This design comes from an exercise in tuning for small area on the open sky130 flow, not from production work. Only simulation tests tie the RTL to the original design; equivalence was not proved.

==> design/flow/design.v <==
module mvm_seq_sat #(
    parameter int N      = 8,
    parameter int S      = 8,
    parameter int R      = 4,
    parameter int SIGNED = 0
) (
    input  logic             CLOCK_50,
    input  logic             reset_n,
    input  logic             in_valid,
    output logic             in_ready,
    input  logic [R*S*N-1:0] w,
    input  logic [S*N-1:0]   u,
    output logic             out_valid,
    input  logic             out_ready,
    output logic [R*N-1:0]   v
    ,
    output logic [R-1:0]     sat_flag
);
    localparam int RW = (R > 1) ? $clog2(R) : 1;
    localparam int PW = 2 * N + 2;
    localparam logic signed [PW-1:0] ONE  = PW'(1);
    localparam logic signed [PW-1:0] MAXV = (SIGNED != 0) ? (ONE <<< (N - 1)) - ONE : (ONE <<< N) - ONE;
    localparam logic signed [PW-1:0] MINV = (SIGNED != 0) ? -(ONE <<< (N - 1)) : PW'(0);
    typedef enum logic [1:0] {
        IDLE,
        COMPUTE,
        DONE
    } state_e;
    state_e             state_q, state_d;
    logic [RW-1:0]      row_q, row_d;
    logic [R*S*N-1:0]   w_q, w_d;
    logic [S*N-1:0]     u_q, u_d;
    logic [R*N-1:0]     v_q, v_d;
    logic [N-1:0]       row_v;
    logic signed [PW-1:0] prod, m, sum, acc, acc_n;
    logic [R-1:0]       flag_q, flag_d;
    logic               row_sat;
    function automatic logic signed [PW-1:0] ext(input logic [N-1:0] e);
        if (SIGNED != 0) begin
            ext = {{(PW - N){e[N-1]}}, e};
        end else begin
            ext = {{(PW - N){1'b0}}, e};
        end
    endfunction
    function automatic logic signed [PW-1:0] clamp(input logic signed [PW-1:0] x);
        if (x > MAXV) begin
            clamp = MAXV;
        end else if (x < MINV) begin
            clamp = MINV;
        end else begin
            clamp = x;
        end
    endfunction
    always_comb begin
        prod  = '0;
        m     = '0;
        sum   = '0;
        acc   = '0;
        acc_n = '0;
        row_sat = 1'b0;
        for (int unsigned i = 0; i < S; i++) begin
            prod  = ext(w_q[(int'(row_q) * S + i) * N +: N]) * ext(u_q[i * N +: N]);
            m     = clamp(prod);
            sum   = (i == 0) ? m : acc + m;
            acc_n = clamp(sum);
            row_sat = row_sat | (m != prod) | (acc_n != sum);
            acc = acc_n;
        end
        row_v = acc[N-1:0];
    end
    always_ff @(posedge CLOCK_50 or negedge reset_n) begin
        if (!reset_n) begin
            state_q <= IDLE;
            row_q   <= '0;
            w_q     <= '0;
            u_q     <= '0;
            v_q     <= '0;
            flag_q  <= '0;
        end else begin
            state_q <= state_d;
            row_q   <= row_d;
            w_q     <= w_d;
            u_q     <= u_d;
            v_q     <= v_d;
            flag_q  <= flag_d;
        end
    end
    always_comb begin
        state_d = state_q;
        row_d   = row_q;
        w_d     = w_q;
        u_d     = u_q;
        v_d     = v_q;
        flag_d  = flag_q;
        case (state_q)
            IDLE: begin
                if (in_valid) begin
                    w_d     = w;
                    u_d     = u;
                    row_d   = '0;
                    state_d = COMPUTE;
                end
            end
            COMPUTE: begin
                v_d[int'(row_q) * N +: N] = row_v;
                flag_d[row_q] = row_sat;
                if (row_q == RW'(R - 1)) begin
                    row_d   = '0;
                    state_d = DONE;
                end else begin
                    row_d = row_q + RW'(1);
                end
            end
            DONE: begin
                if (out_ready) begin
                    state_d = IDLE;
                end
            end
            default: state_d = IDLE;
        endcase
    end
    always_comb begin
        in_ready  = reset_n && (state_q == IDLE);
        out_valid = (state_q == DONE);
        v         = v_q;
        sat_flag  = flag_q;
    end
endmodule
module mvm_top (
    input  logic         CLOCK_50,
    input  logic         reset_n,
    input  logic         in_valid,
    output logic         in_ready,
    input  logic [511:0] w,
    input  logic [63:0]  u,
    output logic         out_valid,
    input  logic         out_ready,
    output logic [63:0]  v,
    output logic [7:0]   sat_flag
);
    mvm_seq_sat #(
        .N(8),
        .S(8),
        .R(8),
        .SIGNED(1)
    ) u_mvm (
        .CLOCK_50 (CLOCK_50),
        .reset_n  (reset_n),
        .in_valid (in_valid),
        .in_ready (in_ready),
        .w        (w),
        .u        (u),
        .out_valid(out_valid),
        .out_ready(out_ready),
        .v        (v),
        .sat_flag (sat_flag)
    );
endmodule
==> design/flow/run.sh <==
#!/bin/bash
# synth_recipe.tcl (not shown) runs the flow's synth.tcl, then flattens the netlist and writes it again
# the make line also repeats each setting of config.mk as NAME=value (left out here)
make -C /OpenROAD-flow-scripts/flow DESIGN_CONFIG=/design/flow/config.mk WORK_HOME=/design/flow/orfs CLKGATE_MAP_FILE= SYNTH_SCRIPT=/design/flow/synth_recipe.tcl finish
==> design/flow/config.mk <==
export PLATFORM = sky130hd
export DESIGN_NAME = mvm_top
export DESIGN_NICKNAME = mvm_top
export VERILOG_FILES = /design/flow/design.v
export SDC_FILE = /design/flow/constraint.sdc
export NUM_CORES = 4
export LEC_CHECK = 0
export CAP_MARGIN = 20
export CORE_MARGIN = 2
export CORE_UTILIZATION = 40
export SLEW_MARGIN = 20
==> design/flow/constraint.sdc <==
create_clock -name core_clock -period 32.0 [get_ports {CLOCK_50}]
set_input_delay 6.4000 -clock core_clock [delete_from_list [all_inputs] [get_ports {CLOCK_50}]]
set_output_delay 6.4000 -clock core_clock [all_outputs]
set_load 0.01 [all_outputs]
==> qor.yml, run 1 <==
status: "timing/DRC/antenna clean"
grt_pass1_wl_um: 270000
synthCells: 5330
start_kind: "flip-flop"
synth_top_area_cell: "dfrtp_1"
drc_errors: 0
grt_pass1_vias: 44400
utilization_pct: 49.1
ios: 654
synth_compound_area_share_pct: 10.0
synth_area_um2: 57000
clk_latency_ps: 700
path_common_cell: "ha_1"
die_h_um: 381
muxShareOfSynthArea_pct: 17.2
async_reset_ff_share_pct: 100
grt_usage_pct: 24.2
ys_types: 96
clk_pin_slew_ps: 60
synth-edff-count: 0
vias: 43200
syn-num-nets: 6732
ys_warn_count: 1
portBuffers: 653
worstPathArrival_ps: 30740
maxSlewViolCount: 0
max-cap-violations: 0
max_stage_delay_ps: 640
fin_crit_sh_pct: 94.4
die_w_um: 381
dieArea_um2: 145000
synth_flop_cell: "dfrtp_1"
clock.fmax_mhz: 33.1
post_drt_via_cell_ratio: 5.40
core_area_um2: 141000
yosys_register_bits: 653
synthXorXnorAreaFrac_pct: 3.40
period_needed_ps: 30200
yosys.area_share.simple_pct: 11.6
cp_num_buf_inv: 20
cts-root-buf: "clkbuf_16"
hpwlAfterDp_um: 144000
area_delta_synth_final_pct: 22.0
yosysTopAreaCellShare_pct: 28.7
nets: 7430
grt.overflow.total: 0
critPathKind: "flip-flop to flip-flop"
finClkSkew_ps: 40.1
max_slew.worst_pin.slew_ps: 1150
synthAdderAreaFrac_pct: 23.9
initial_core_util_pct: 40.3
grt_max_degree: 170
gp_congestion: 0.922
rows: 138
avgRoutedWirePerCell_um: 22.0
drtIter0Drc: 2756
max-slew-margin-rel_pct: 21.0
min_path_type: "flip-flop to flip-flop"
hold_viol: 0
critical_path_required_ps: 32540
critical_path_peak_fanout: 17
drive_gt1_share_pct: 18.0
routed_wirelength_um: 176000
h-tree-depth: 3
mostFrequentLayoutCells: "652 x clkdlybuf4s50_1, 650 x dfrtp_1, 603 x inv_1"
setup_viol: 0
cts_tree: "yes"
cts_made_buffers: 77
cts.sinks: 653
ys_seq_area_share_pct: 28.7
ant_nets: 0
synth_area_leaders: "dfrtp_1 29%, fa_1 16%, mux2_2 11%"
crit_family: "simple AND/OR/NAND/NOR gates"
syn_area_per_cell_um2: 10.7
clock_path_buffers: 3
synth_top_family_by_area: "adder cells"
cpMaxStageDelayCell: "or4b_2"
antenna_found_initial: 68
final_common_cell: "clkdlybuf4s50_1"
end_kind: "flip-flop"
hold_buffers: 0
drt_pass1_iterations: 7
-- worst paths after layout --
check                               start              end  slack (ps)  cells after the start
hold / removal              u_mvm.v_q[11]    u_mvm.v_q[11]         480                      2
min in group asynchronous         reset_n   u_mvm.w_q[390]        5750                      1
hold reg to reg             u_mvm.v_q[11]    u_mvm.v_q[11]         480                      2
max in group asynchronous         reset_n    u_mvm.u_q[25]       23260                      4
setup / recovery           u_mvm.row_q[0]  u_mvm.flag_q[4]        1800                    129
setup reg to reg           u_mvm.row_q[0]  u_mvm.flag_q[4]        1800                    129
-- synthesized netlist by cell type, types with 64 or more instances --
master	count
dfrtp_1	653
inv_1	604
mux2_2	571
fa_1	447
nand2_1	389
ha_1	375
nor2b_1	238
o21ai_0	210
xnor2_1	153
clkbuf_1	147
a21oi_1	137
mux4_2	128
nor2_1	128
o21a_1	107
nand2b_1	101
and2_1	78
o21ai_1	64
-- layer usage --
metal / track usage [%] / vias to the layer above / wire length, um
met5: 0 / - / 468
met4: 6.22 / 70 / 4380
met3: 5.39 / 283 / 11300
met2: 40.1 / 1048 / 84300
met1: 31.9 / 22000 / 75900
li1: - / 19800 / -
-- tightest hold or removal path, cell delays in order, from the launching register on --
cell	delay [ps]
dfrtp_1	340
nand2_1	50
o21ai_1	60
-- sequential cells by signal (all words and copies together), names as in the netlist --
register and flops:
u_mvm.w_q 512, u_mvm.row_q 3, u_mvm.u_q 64, u_mvm.state_q 2, u_mvm.v_q 64, u_mvm.flag_q 8
-- cells by family after synthesis --
| kind of cell | after synthesis |
|---|---|
| AO/OA/AOI/OAI | 860 |
| XOR/XNOR | 217 |
| adder cells (fa/ha/maj) | 822 |
| buffers and inverters | 778 |
| flip-flops | 653 |
| multiplexers | 746 |
| AND/OR/NAND/NOR | 1254 |
-- area by class of cell --
class | count | area (um^2)
Multi-Input combinational cell | 3899 | 38100
Fill cell | 12900 | 71900
Timing Repair Buffer | 792 | 7730
Antenna cell | 25 | 62.6
Sequential cell | 653 | 16300
Clock buffer | 113 | 2240
Tap cell | 1890 | 2360
Clock inverter | 29 | 350
Inverter | 605 | 2280
-- metrics by stage --
step	setup WS [ps]	instances	TNS (ps)	hold WS, ps	area, um^2
after detailed placement	-233	7819	-1640	470	66200
after floorplan	7.78	5330	0	475	57000
after global placement	371	7819	0	463	66200
final	1800	8006	0	483	69500
after global routing	-209	7990	-1140	498	69500
after CTS	101	7967	0	487	69000
-- timing repair --
item	4_1_cts	5_1_grt
endpoints found under the setup margin	8	72
pin swaps	1	20
gates resized for setup	4	99
buffers inserted	6	14
==> inputs of run 2 (changes only) <==
==> design/flow/design.v (replaced) <==
module mvm_seq_sat (
    input  logic         CLOCK_50,
    input  logic         reset_n,
    input  logic         in_valid,
    output logic         in_ready,
    input  logic [511:0] w,
    input  logic [63:0]  u,
    output logic         out_valid,
    input  logic         out_ready,
    output logic [63:0]  v,
    output logic [7:0]   sat_flag
);
    logic        busy_q, done_q, fl_q, ph_q;
    logic [5:0]  cnt_q;
    logic [7:0]  wq [64];
    logic [7:0]  uq [8];
    logic [7:0]  vq [8];
    logic [7:0]  fq;
    logic        load;
    logic        first, last, lastrow;
    assign in_ready  = reset_n && !busy_q && !done_q && !fl_q && !ph_q;
    assign out_valid = done_q;
    assign load      = in_valid && in_ready;
    assign first     = (cnt_q[2:0] == 3'd0);
    assign last      = (cnt_q == 6'd63);
    assign lastrow   = (cnt_q[5:3] == 3'd7);
    logic signed [7:0]  wh, uh;
    logic signed [15:0] prod;
    logic signed [7:0]  m;
    logic               pov;
    logic signed [8:0]  sum;
    logic signed [7:0]  acc_n;
    logic               sov;
    always_comb begin
        wh    = wq[0] ^ {8{ph_q}};
        uh    = uq[0] ^ {8{ph_q}};
        prod  = wh * uh;
        pov   = (prod > 16'sd127) || (prod < -16'sd128);
        m     = (prod > 16'sd127) ? 8'sd127 : (prod < -16'sd128) ? -8'sd128 : prod[7:0];
        sum   = first ? {m[7], m} : {vq[7][7], vq[7]} + {m[7], m};
        sov   = (sum > 9'sd127) || (sum < -9'sd128);
        acc_n = (sum > 9'sd127) ? 8'sd127 : (sum < -9'sd128) ? -8'sd128 : sum[7:0];
    end
    always_ff @(posedge CLOCK_50 or negedge reset_n) begin
        if (!reset_n) begin
            busy_q <= 1'b0;
            done_q <= 1'b0;
            fl_q   <= 1'b1;
            ph_q   <= 1'b0;
            cnt_q  <= 6'd0;
        end else begin
            ph_q  <= !ph_q;
            cnt_q <= cnt_q + {5'd0, busy_q | fl_q};
            if (last) begin
                fl_q <= 1'b0;
            end
            if (load) begin
                busy_q <= 1'b1;
            end else if (busy_q && last) begin
                busy_q <= 1'b0;
                done_q <= 1'b1;
            end else if (done_q && out_ready) begin
                done_q <= 1'b0;
            end
        end
    end
    always_ff @(posedge CLOCK_50) begin
        for (int k = 0; k < 64; k++) begin
            wq[k] <= ~(({8{load}} & w[k*8 +: 8]) | ((k == 63) ? {8{ph_q}} : wq[k+1]));
        end
        for (int i = 0; i < 8; i++) begin
            uq[i] <= ~(({8{load}} & u[i*8 +: 8]) |
                       ((i == 7) ? (lastrow ? {8{ph_q}} : uq[0]) : uq[i+1]));
        end
        if (busy_q) begin
            if (first) begin
                for (int r = 0; r < 7; r++) begin
                    vq[r] <= vq[r+1];
                    fq[r] <= fq[r+1];
                end
                vq[7] <= acc_n;
                fq[7] <= pov;
            end else begin
                vq[7] <= acc_n;
                fq[7] <= fq[7] | pov | sov;
            end
        end
    end
    always_comb begin
        for (int r = 0; r < 8; r++) begin
            v[r*8 +: 8] = vq[r];
        end
        sat_flag = fq;
    end
endmodule
module mvm_top (
    input  logic         CLOCK_50,
    input  logic         reset_n,
    input  logic         in_valid,
    output logic         in_ready,
    input  logic [511:0] w,
    input  logic [63:0]  u,
    output logic         out_valid,
    input  logic         out_ready,
    output logic [63:0]  v,
    output logic [7:0]   sat_flag
);
    mvm_seq_sat u_mvm (
        .CLOCK_50 (CLOCK_50),
        .reset_n  (reset_n),
        .in_valid (in_valid),
        .in_ready (in_ready),
        .w        (w),
        .u        (u),
        .out_valid(out_valid),
        .out_ready(out_ready),
        .v        (v),
        .sat_flag (sat_flag)
    );
endmodule
==> run 2 against run 1 <==
Still clean. Sequential cell count increased by 5. Design area decreased by 56%. Sequential share of layout area increased by 22 points. Synthesized area decreased by 63%. Utilization increased by 8.8 points. Clock skew decreased by 12 ps. Maximum frequency increased by 110%. Clock-buffer cell count decreased by 11. Cell count decreased by 60%. Critical path type is now input pin to primary output. Critical endpoint is now in_ready. Largest cell class is now flip-flops and latches.
==> qor.yml, run 2 <==
hold_ws_ps: 361  # -122 ps
ios: 654  # unchanged
clock_path_buffers: 3  # unchanged
ys_types: 69  # -28%
utilization_pct: 58.0  # +8.8 points
yosys-top-cells-count: "596 x a21oi_1, 576 x dfxtp_1, 82 x inv_1"
hold_buffers: 0  # unchanged
clk_latency_ps: 600  # -100 ps
critical_path_required_ps: 25600  # -6940 ps
drt_pass1_iterations: 7  # unchanged
synth_area_leaders: "dfxtp_1 54%, a21oi_1 14%, edfxtp_1 10%"
max-slew-margin-rel_pct: 29.8  # +8.7 points
ys_seq_area_share_pct: 65.8  # +37 points
synth_flop_cell: "dfxtp_1"
ant_nets: 0  # unchanged
gp_congestion: 0.847  # -8.2%
fin_tns_setup_ps: 0  # unchanged
portBuffers: 653  # unchanged
cts.sinks: 658  # +0.77%
cts-root-buf: "clkbuf_16"
post_cts_buffers: 0  # -6
routed_wirelength_um: 63700  # -64%
setup_viol: 0  # unchanged
dp.cells: 3086  # -61%
max_slew.worst_pin.slew_ps: 1050  # -106 ps
synth-edff-count: 72  # +72
avgRoutedWirePerCell_um: 19.8  # -10%
cts_resized: 0  # -4
nets: 3143  # -58%
dieArea_um2: 54900  # -62%
largest_reg_flops: 512  # unchanged
antenna_found_initial: 19  # -72%
rsz0062_at_grt: "no"
rows: 84  # -39%
finClkSkew_ps: 28.5  # -11.6 ps
clock.fmax_mhz: 67.9  # +110%
drtIter0Drc: 789  # -71%
vias: 15800  # -64%
die_w_um: 234  # -39%
cts_tree: "yes"
period_needed_ps: 14720  # -15,470 ps
h-tree-depth: 3  # unchanged
synth.most_common_cell: "a21oi_1"
status: "timing/DRC/antenna clean"
yosys_register_bits: 658  # +0.77%
n_fill_cell: 4419  # -66%
instances_no_fill: 3212  # -60%
ys_warn_count: 4  # +3
hold_viol: 0  # unchanged
start_kind: "input pin"
core_area_um2: 52400  # -63%
grt_usage_pct: 22.4  # -1.7 points
critPathKind: "input pin to primary output"
grt_pass1_wl_um: 91200  # -66%
max-cap-violations: 0  # unchanged
area_delta_synth_final_pct: 43.4
cts_made_buffers: 68  # -12%
async_reset_ff_share_pct: 1.52  # -98 points
die_h_um: 234  # -39%
worstPathArrival_ps: 8320  # -22,420 ps
final_common_cell: "clkdlybuf4s50_1"
syn_area_per_cell_um2: 11.5  # +8.1%
drc_errors: 0  # unchanged
top_register: "u_mvm.wq"
min_path_type: "flip-flop to flip-flop"
syn-num-nets: 2511  # -63%
hpwlAfterDp_um: 48600  # -66%
ff2ff_path_depth: 29  # -78%
grt.overflow.total: 0  # unchanged
synthCells: 1836  # -66%
grt_max_degree: 235  # +38%
grt_pass1_vias: 15700  # -65%
clk_pin_slew_ps: 80  # +20 ps
mostFrequentLayoutCells: "653 x clkdlybuf4s50_1, 596 x a21oi_1, 576 x dfxtp_1"
post_drt_via_cell_ratio: 4.90  # -9.2%
initial_core_util_pct: 40.4  # +0.15 points
end_kind: "primary output"
maxSlewViolCount: 0  # unchanged
synth_top_area_cell: "dfxtp_1"
yosysTopAreaCellShare_pct: 54.4  # +26 points
synth_area_um2: 21200  # -63%
drive_gt1_share_pct: 5.17  # -13 points
critical_path_peak_fanout: 11  # -6
hold-path-cell-count: 1  # -1
top_regs: "u_mvm.wq: 512 flops, u_mvm.uq: 64 flops, u_mvm.vq: 64 flops"
fin_crit_sh_pct: 46.0  # -48 points
-- run 2: cell count changes after synthesis, moves of 336 or more --
cell	before	now
a21oi_1	137	596
dfrtp_1	653	9
dfxtp_1	0	576
fa_1	447	56
ha_1	375	39
inv_1	604	82
mux2_2	571	1
-- run 2: critical path: stages --
cell and delay [ps]:
clkdlybuf4s50_1 840, nor4b_1 450, clkdlybuf4s50_1 630
-- run 2: area by class of cell --
type / count / area, um^2 / area share, %
Antenna cell: 8 / 20.0 / 0.0658
Inverter: 82 / 308 / 1.01
Clock buffer: 102 / 2030 / 6.69
Clock inverter: 16 / 140 / 0.461
Tap cell: 688 / 861 / 2.83
Timing Repair Buffer: 658 / 6590 / 21.7
Sequential cell: 658 / 13900 / 45.9
Multi-Input combinational cell: 1000 / 6510 / 21.4
-- run 2: per-layer routing --
layer / global-route usage (%) / part of all wire (%) / vias up
met5: 0 / 0.24 / -
met2: 40.0 / 50 / 569
li1: - / - / 7647
met4: 8.07 / 2.7 / 22
met1: 23.2 / 36 / 7394
met3: 10.1 / 11 / 118
-- run 2: logic make-up (layout without fill, tap and decap cells) --
group                      Yosys count  in the layout  synth area share (%)
DFF                                658            658                  65.8
other                                0              8                     0
and+or+nand+nor                    168            168                  3.70
xor gates and xnor gates            19             19                 0.820
muxes                                2              2                 0.100
buffers and inverters              178            858                  3.56
adders and majority gates           95             95                  7.59
AOI/OAI and AO/OA                  716            716                  18.5
-- run 2: final timing paths --
kind	start	endpoint	slack, ps
min in group asynchronous	reset_n	u_mvm.done_q	6190
max in group asynchronous	reset_n	u_mvm.ph_q	25390
worst max-delay path	reset_n	in_ready	17280
worst min register to register	u_mvm.wq[3][0]	u_mvm.wq[2][0]	360
worst min-delay path	u_mvm.wq[3][0]	u_mvm.wq[2][0]	360
worst max register to register	u_mvm.ph_q	u_mvm.vq[7][0]	23610
-- run 2: per-stage QoR --
step / instance area (um^2) / setup WS, ps
global placement: 28200 / 17320
CTS: 30400 / 17230
detailed placement: 28200 / 17250
floorplan: 21200 / 18740
finish: 30400 / 17280
global route: 30400 / 17170
==> inputs of run 3 (changes only) <==
==> design/flow/design.v (replaced) <==
module mvm_seq_sat (
    input  logic         CLOCK_50,
    input  logic         reset_n,
    input  logic         in_valid,
    output logic         in_ready,
    input  logic [511:0] w,
    input  logic [63:0]  u,
    output logic         out_valid,
    input  logic         out_ready,
    output logic [63:0]  v,
    output logic [7:0]   sat_flag
);
    logic        busy_q, done_q, fl_q, ph_q;
    logic [5:0]  cnt_q;
    logic [7:0]  wq [64];
    logic [7:0]  uq [8];
    logic [7:0]  acc_q;
    logic        facc_q;
    logic [7:0]  fq;
    logic        load;
    logic        first, lastcol, last, lastrow, inj;
    assign in_ready  = reset_n && !busy_q && !done_q && !fl_q && !ph_q;
    assign out_valid = done_q;
    assign load      = in_valid && in_ready;
    assign first     = (cnt_q[2:0] == 3'd0);
    assign lastcol   = (cnt_q[2:0] == 3'd7);
    assign last      = (cnt_q == 6'd63);
    assign lastrow   = (cnt_q[5:3] == 3'd7);
    assign inj       = busy_q && lastcol;
    logic signed [7:0]  wh, uh;
    logic signed [15:0] prod;
    logic signed [7:0]  m;
    logic               pov;
    logic signed [8:0]  sum;
    logic signed [7:0]  acc_n;
    logic               sov;
    logic               flag_n;
    always_comb begin
        wh     = wq[0] ^ {8{ph_q}};
        uh     = uq[0] ^ {8{ph_q}};
        prod   = wh * uh;
        pov    = (prod > 16'sd127) || (prod < -16'sd128);
        m      = (prod > 16'sd127) ? 8'sd127 : (prod < -16'sd128) ? -8'sd128 : prod[7:0];
        sum    = first ? {m[7], m} : {acc_q[7], acc_q} + {m[7], m};
        sov    = (sum > 9'sd127) || (sum < -9'sd128);
        acc_n  = (sum > 9'sd127) ? 8'sd127 : (sum < -9'sd128) ? -8'sd128 : sum[7:0];
        flag_n = (!first && facc_q) || pov || sov;
    end
    always_ff @(posedge CLOCK_50 or negedge reset_n) begin
        if (!reset_n) begin
            busy_q <= 1'b0;
            done_q <= 1'b0;
            fl_q   <= 1'b1;
            ph_q   <= 1'b0;
            cnt_q  <= 6'd0;
        end else begin
            ph_q  <= !ph_q;
            cnt_q <= cnt_q + {5'd0, busy_q | fl_q};
            if (load) begin
                busy_q <= 1'b1;
            end else if (busy_q && last) begin
                busy_q <= 1'b0;
                done_q <= 1'b1;
            end else if (done_q && out_ready) begin
                done_q <= 1'b0;
                fl_q   <= 1'b1;
            end else if (fl_q && last) begin
                fl_q <= 1'b0;
            end
        end
    end
    always_ff @(posedge CLOCK_50) begin
        for (int k = 0; k < 64; k++) begin
            if (!(done_q && (k % 8 == 7))) begin
                wq[k] <= ~(({8{load}} & w[k*8 +: 8]) |
                           ((k == 63) ? (inj ? ~acc_n : {8{ph_q}}) : wq[k+1]));
            end
        end
        for (int i = 0; i < 8; i++) begin
            uq[i] <= ~(({8{load}} & u[i*8 +: 8]) |
                       ((i == 7) ? (lastrow ? {8{ph_q}} : uq[0]) : uq[i+1]));
        end
        acc_q  <= acc_n;
        facc_q <= flag_n;
        if (inj) begin
            for (int r = 0; r < 7; r++) begin
                fq[r] <= fq[r+1];
            end
            fq[7] <= flag_n;
        end
    end
    always_comb begin
        for (int r = 0; r < 8; r++) begin
            v[r*8 +: 8] = wq[r*8 + 7];
        end
        sat_flag = fq;
    end
endmodule
module mvm_top (
    input  logic         CLOCK_50,
    input  logic         reset_n,
    input  logic         in_valid,
    output logic         in_ready,
    input  logic [511:0] w,
    input  logic [63:0]  u,
    output logic         out_valid,
    input  logic         out_ready,
    output logic [63:0]  v,
    output logic [7:0]   sat_flag
);
    mvm_seq_sat u_mvm (
        .CLOCK_50 (CLOCK_50),
        .reset_n  (reset_n),
        .in_valid (in_valid),
        .in_ready (in_ready),
        .w        (w),
        .u        (u),
        .out_valid(out_valid),
        .out_ready(out_ready),
        .v        (v),
        .sat_flag (sat_flag)
    );
endmodule
==> design/flow/flow/run.sh (new file) <==
#!/bin/bash
set -euo pipefail
export BUFFER_PORTS_ARGS="-buffer_cell sky130_fd_sc_hd__buf_1"
export CTS_ARGS="-sink_clustering_enable -repair_clock_nets -dont_use_dummy_load"
bash standard.sh finish > run_standard.log 2>&1
==> design/flow/standard.sh (new file) <==
#!/bin/bash
# synth_recipe.tcl (not shown) runs the flow's synth.tcl, then flattens the netlist and writes it again
# the make line also repeats each setting of config.mk as NAME=value (left out here)
make -C /OpenROAD-flow-scripts/flow DESIGN_CONFIG=/design/flow/config.mk WORK_HOME=/design/flow/orfs CLKGATE_MAP_FILE= SYNTH_SCRIPT=/design/flow/synth_recipe.tcl "${@:-finish}"
removed: design/flow/run.sh
==> run 3 against run 2 <==
Sequential share of layout area increased by 6.4 points. Setup slack improved by 810 ps. Design area decreased by 19%. Wire length decreased by 3.4%. Highest routed layer unchanged. Still clean on timing, DRC and antenna. Cell count decreased by 3.8%.
==> qor.yml, run 3 <==
status: "timing/DRC/antenna clean"
hold_ws_ps: 325  # -35.3 ps
utilization_pct: 49.2  # -8.7 points
ys_warn_count: 3  # -1
post_drt_via_cell_ratio: 5.01  # +2.1%
avgRoutedWirePerCell_um: 19.9  # +0.41%
min_path_type: "flip-flop to flip-flop"
cts-root-buf: "clkbuf_16"
rr_endpoint: "u_mvm.wq[63][2]"
stdcell_area_um2: 24500  # -19%
ff2ff_path_depth: 28  # -3.4%
yosys_register_bits: 603  # -8.4%
maxSlewViolCount: 0  # unchanged
post_cts_buffers: 0  # unchanged
place_ws_ps: 18020  # +769 ps
synth_area_leaders: "dfxtp_1 52%, a21oi_1 15%, edfxtp_1 11%"
ant_nets: 0  # unchanged
cts_tree: "yes"
hold_start: "u_mvm.wq[52][0]"
fin_tns_setup_ps: 0  # unchanged
synth.most_common_cell: "a21oi_1"
ys_seq_area_share_pct: 63.9  # -1.9 points
synth_area_um2: 20100  # -5.2%
grt_max_degree: 220  # -6.4%
setup_viol: 0  # unchanged
regToRegSetupSlack_ps: 23240  # -370 ps
h-tree-depth: 2  # -1
antenna_found_initial: 15  # -4
max-cap-violations: 0  # unchanged
hold-path-cell-count: 1  # unchanged
critical_path_required_ps: 25600  # about the same
mostFrequentLayoutCells: "653 x buf_1, 583 x a21oi_1, 521 x dfxtp_1"
worstHoldEndpoint: "u_mvm.wq[51][0]"
syn-num-nets: 2453  # -2.3%
top_register: "u_mvm.wq"
area_delta_synth_final_pct: 22.1
synth_top_area_cell: "dfxtp_1"
core_area_um2: 49900  # -4.9%
cts_resized: 0  # unchanged
clock_path_buffers: 3  # unchanged
worstPathArrival_ps: 7510  # -810 ps
drive_gt1_share_pct: 3.41  # -1.8 points
clk_latency_ps: 620  # +20 ps
grt_usage_pct: 23.0  # +0.54 points
clock.fmax_mhz: 71.9  # +5.9%
synth_flop_cell: "dfxtp_1"
largest_reg_flops: 512  # unchanged
hold_buffers: 0  # unchanged
top_regs: "u_mvm.wq: 512 flops, u_mvm.uq: 64 flops"
r2r_start: "u_mvm.ph_q"
yosysTopAreaCellShare_pct: 51.9  # -2.5 points
period_needed_ps: 13910  # -815 ps
finClkSkew_ps: 68.5  # +40.0 ps
nets: 3084  # -1.9%
syn_area_per_cell_um2: 11.3  # -2.1%
grt_pass1_wl_um: 89500  # -1.8%
dieArea_um2: 52100  # -5.1%
drtIter0Drc: 885  # +12%
initial_core_util_pct: 40.3  # -0.11 points
start_kind: "input pin"
rsz0062_at_grt: "no"
critical_path_peak_fanout: 11  # unchanged
setup_slack_ps: 18090  # +815 ps
drc_errors: 0  # unchanged
hold_viol: 0  # unchanged
max-slew-margin-rel_pct: 21.4  # -8.4 points
cts_made_buffers: 59  # -13%
die_h_um: 228  # -2.6%
n_fill_cell: 4715  # +6.7%
max_slew.worst_pin.slew_ps: 1180  # +133 ps
post_dp_cell_area_um2: 23000  # -18%
vias: 15500  # -1.8%
routed_wirelength_um: 61500  # -3.4%
synthCells: 1778  # -3.2%
critPathKind: "input pin to primary output"
gp_congestion: 0.947  # +12%
ios: 654  # unchanged
synth-edff-count: 72  # unchanged
grt_pass1_vias: 15400  # -2.2%
ys_types: 63  # -8.7%
drt_pass1_iterations: 5  # -2
async_reset_ff_share_pct: 1.66  # +0.14 points
final_common_cell: "buf_1"
fin_crit_sh_pct: 43.5  # -2.5 points
rows: 82  # -2.4%
hpwlAfterDp_um: 48100  # -1.1%
clk_pin_slew_ps: 60  # -20 ps
end_kind: "primary output"
grt.overflow.total: 0  # unchanged
yosys-top-cells-count: "583 x a21oi_1, 521 x dfxtp_1, 86 x inv_1"
cts.sinks: 603  # -8.4%
portBuffers: 653  # unchanged
die_w_um: 228  # -2.6%
run 3: changes by cell type in the layout (fill, tap and decap cells not counted), sizes merged, moves of 5 or more:
cell,change
nor2,-11
clkinv,-6
a21o,+5
nand2b,+5
dfxtp,-55
buf,+654
a21oi,-12
o21ai,+15
clkdlybuf4s50,-653
clkbuf,-43
run 3: area by class of cell:
type / instances / area, um^2 / share of cell area (%)
Antenna cell: 10 / 25.0 / 0.102
Clock buffer: 59 / 1480 / 6.01
Inverter: 87 / 328 / 1.34
Multi-Input combinational cell: 999 / 6530 / 26.6
Sequential cell: 603 / 12800 / 52.3
Tap cell: 672 / 841 / 3.43
Timing Repair Buffer: 659 / 2510 / 10.2
run 3: cell families after synthesis:
family / after synthesis / synth area share (%)
AOI/OAI and AO/OA: 716 / 19.4
DFF: 603 / 63.9
buffers and inverters: 176 / 3.68
and+or+nand+nor: 161 / 3.78
adders and majority gates: 95 / 8.00
xor gates and xnor gates: 23 / 1.08
muxes: 4 / 0.199
run 3: worst max path at each step:
stage | from | endpoint | slack (ps) | cells after the start
after global placement | reset_n | in_ready | 18060 | 3
after CTS | reset_n | in_ready | 18010 | 3
final | reset_n | in_ready | 18090 | 3
after global routing | reset_n | in_ready | 17890 | 3
after detailed placement | reset_n | in_ready | 18020 | 3
after floorplan | reset_n | in_ready | 18740 | 1
run 3: critical path, cell delays in order:
cell	delay [ps]
buf_1	480
nor4b_1	410
buf_1	210
run 3: layer usage:
layer / share of wire (%) / track usage (%)
met5: 0.021 / 0
met4: 3.9 / 10.6
met3: 9.4 / 8.13
met2: 47 / 38.1
met1: 39 / 26.7
run 3: per-stage QoR:
stage                     cells
after floorplan            1778
after global placement     3020
after detailed placement   3020
after CTS                  3079
after global routing       3088
final                      3089
==> inputs of run 4 (changes only) <==
==> design/flow/run.sh (new file) <==
#!/bin/bash
# synth_recipe.tcl (not shown) runs the flow's synth.tcl, then flattens the netlist and writes it again
# the make line also repeats each setting of config.mk as NAME=value (left out here)
make -C /OpenROAD-flow-scripts/flow DESIGN_CONFIG=/design/flow/config.mk WORK_HOME=/design/flow/orfs CLKGATE_MAP_FILE= SYNTH_SCRIPT=/design/flow/synth_recipe.tcl finish
removed: design/flow/flow/run.sh
removed: design/flow/standard.sh
==> run 4 against run 3 <==
Still clean on timing, DRC and antenna. Global-route usage grew 2.4 points. Synthesized cell count stayed put. Die area stayed put. Maximum frequency is 5.2% lower. Hold slack better by 26 ps. Setup slack lost 770 ps. Design area grew 19%. Utilization rose by 9.5 points.
==> qor.yml, run 4 <==
yosys_register_bits: 603  # unchanged
worstSetupStartpoint: "reset_n"
synth-edff-count: 72  # unchanged
end_kind: "primary output"
ios: 654  # unchanged
die_w_um: 228  # unchanged
avgRoutedWirePerCell_um: 21.4  # +7.5%
mostFrequentLayoutCells: "653 x clkdlybuf4s50_1, 583 x a21oi_1, 521 x dfxtp_1"
drt_pass1_iterations: 6  # +1
top_register: "u_mvm.wq"
period_needed_ps: 14680  # +768 ps
critPathKind: "input pin to primary output"
endpoint: "in_ready"
area_delta_synth_final_pct: 45.6
async_reset_ff_share_pct: 1.66  # unchanged
n_fill_cell: 4309  # -8.6%
worstPathArrival_ps: 8280  # +770 ps
regToRegSetupSlack_ps: 23160  # -80 ps
max-cap-violations: 0  # unchanged
top_regs: "u_mvm.wq: 512 flops, u_mvm.uq: 64 flops"
min_path_type: "flip-flop to flip-flop"
hpwlAfterDp_um: 52600  # +9.3%
cts_made_buffers: 60  # +1.7%
drive_gt1_share_pct: 4.99  # +1.6 points
clk_latency_ps: 630  # about the same
synth_top_area_cell: "dfxtp_1"
drtIter0Drc: 920  # +4.0%
yosys-top-cells-count: "583 x a21oi_1, 521 x dfxtp_1, 86 x inv_1"
grt_pass1_wl_um: 99200  # +11%
dp.cells: 3022  # +0.066%
finClkSkew_ps: 37.0  # -31.5 ps
dieArea_um2: 52100  # unchanged
max_slew.worst_pin.slew_ps: 1110  # -67.5 ps
drc_errors: 0  # unchanged
post_cts_buffers: 0  # unchanged
cts_resized: 0  # unchanged
clock_path_buffers: 3  # unchanged
largest_reg_flops: 512  # unchanged
setup_viol: 0  # unchanged
multi_input_area_um2: 6520  # about the same
status: "timing/DRC/antenna clean"
critical_path_required_ps: 25600  # about the same
grt_pass1_vias: 15800  # +2.6%
syn_area_per_cell_um2: 11.3  # unchanged
clock.fmax_mhz: 68.1  # -5.2%
critical_path_peak_fanout: 11  # unchanged
die_h_um: 228  # unchanged
clk_pin_slew_ps: 60  # about the same
synth_area_um2: 20100  # unchanged
ant_nets: 0  # unchanged
portBuffers: 653  # unchanged
ys_seq_area_share_pct: 63.9  # unchanged
routed_wirelength_um: 67400  # +9.6%
rows: 82  # unchanged
instances_no_fill: 3151  # +2.0%
rr_endpoint: "u_mvm.wq[63][7]"
final_common_cell: "clkdlybuf4s50_1"
fin_tns_setup_ps: 0  # unchanged
ys_warn_count: 3  # unchanged
r2r_start: "u_mvm.ph_q"
cts.sinks: 603  # unchanged
vias: 15600  # +1.0%
post_drt_via_cell_ratio: 4.96  # -0.95%
core_area_um2: 49900  # unchanged
hold_buffers: 0  # unchanged
gp_congestion: 0.912  # -3.7%
fin_crit_sh_pct: 45.9  # +2.4 points
nets: 3087  # +0.097%
grt.overflow.total: 0  # unchanged
start_kind: "input pin"
cts_tree: "yes"
maxSlewViolCount: 0  # unchanged
max-slew-margin-rel_pct: 25.9  # +4.5 points
antenna_found_initial: 20  # +5
yosysTopAreaCellShare_pct: 51.9  # unchanged
cts-root-buf: "clkbuf_16"
hold_viol: 0  # unchanged
h-tree-depth: 2  # unchanged
seq_area_um2: 12800  # unchanged
grt_max_degree: 228  # +3.6%
synth.most_common_cell: "a21oi_1"
initial_core_util_pct: 40.3  # unchanged
syn-num-nets: 2453  # unchanged
ff2ff_path_depth: 29  # +3.6%
synthCells: 1778  # unchanged
ys_types: 63  # unchanged
grt_usage_pct: 25.4  # +2.4 points
synth_flop_cell: "dfxtp_1"
rsz0062_at_grt: "no"
synth_area_leaders: "dfxtp_1 52%, a21oi_1 15%, edfxtp_1 11%"
==> run 4: metrics by stage <==
step / worst slack, ps / hold slack (ps) / utilization, % / cell area [um^2]
after floorplan: 18740 / 365 / - / 20100
after global placement: 17280 / 367 / 54.4 / 27100
after detailed placement: 17260 / 368 / 54.4 / 27100
after CTS: 17260 / 356 / 58.6 / 29200
after global routing: 17170 / 375 / 58.7 / 29300
final: 17320 / 352 / 58.7 / 29300
==> run 4: critical path: stages <==
cell             delay, ps
clkdlybuf4s50_1        860
nor4b_1                390
clkdlybuf4s50_1        630
==> run 4: how the worst min path moves through the flow <==
stage	from	cells after the start	to	slack, ps
global route	u_mvm.wq[26][7]	1	u_mvm.wq[25][7]	380
detailed placement	u_mvm.wq[43][6]	1	u_mvm.wq[42][6]	370
finish	u_mvm.wq[51][0]	1	u_mvm.wq[50][0]	350
floorplan	u_mvm.uq[1][0]	1	u_mvm.uq[0][0]	370
CTS	u_mvm.wq[51][0]	1	u_mvm.wq[50][0]	360
global placement	u_mvm.wq[29][0]	1	u_mvm.wq[28][0]	370
==> run 4: area by class of cell <==
type                       instances  area share (%)
clock inverter                    32            1.20
sequential                       603            43.9
inverter                          87            1.12
multi-input combinational        999            22.3
timing repair buffer             661            22.6
tap                              672            2.87
clock buffer                      82            5.93
antenna                           15           0.128
==> run 4: cells by family (layout without fill, tap and decap cells) <==
kind of cell | Yosys count | in the layout | share of synthesized area, %
adders and majority gates | 95 | 95 | 8.00
xor gates and xnor gates | 23 | 23 | 1.08
DFF | 603 | 603 | 63.9
AOI/OAI and AO/OA | 716 | 716 | 19.4
other | 0 | 15 | 0
and+or+nand+nor | 161 | 161 | 3.78
buffers and inverters | 176 | 862 | 3.68
muxes | 4 | 4 | 0.199
==> run 4: per-layer routing <==
metal | vias to the layer above | track usage, % | routed length [um]
li1 | 7483 | - | -
met1 | 7469 | 29.9 | 26600
met2 | 572 | 44.1 | 33600
met3 | 92 | 8.23 | 5650
met4 | 8 | 7.58 | 1560
met5 | - | 0 | 55

==> re-timing with driven ports <==
The results above use ideal ports. As a check the final layouts listed here were re-extracted and re-timed, cells and wires unchanged. Step 1 assumes that a clkbuf_16 drives the clock port and a buf_2 every other input. Step 2 also shifts input and output timing later by t, the mid clock arrival at the registers, as if the neighbouring blocks saw the same clock. a / b / c = no drivers / after step 1 / after step 2; a / b = the first two.
run | shift t [ns] | setup WS [ns] | clock arrival spread, ns | slew at the worst register clock pin (ns)
run 1 | 0.732 | 1.805 / 1.805 / 1.805 | 0.041 / 0.040 | 0.07 / 0.07
run 2 | 0.645 | 17.276 / 17.252 / 17.252 | 0.031 / 0.031 | 0.08 / 0.08
run 3 | 0.647 | 18.091 / 18.064 / 18.064 | 0.071 / 0.071 | 0.07 / 0.07
run 4 | 0.668 | 17.323 / 17.298 / 17.298 | 0.039 / 0.039 | 0.07 / 0.07
After both steps setup and hold are still met in every run listed. For run 3, which loses most, drivers alone change the setup slack by -0.027 ns; drivers and shift together by -0.027 ns.
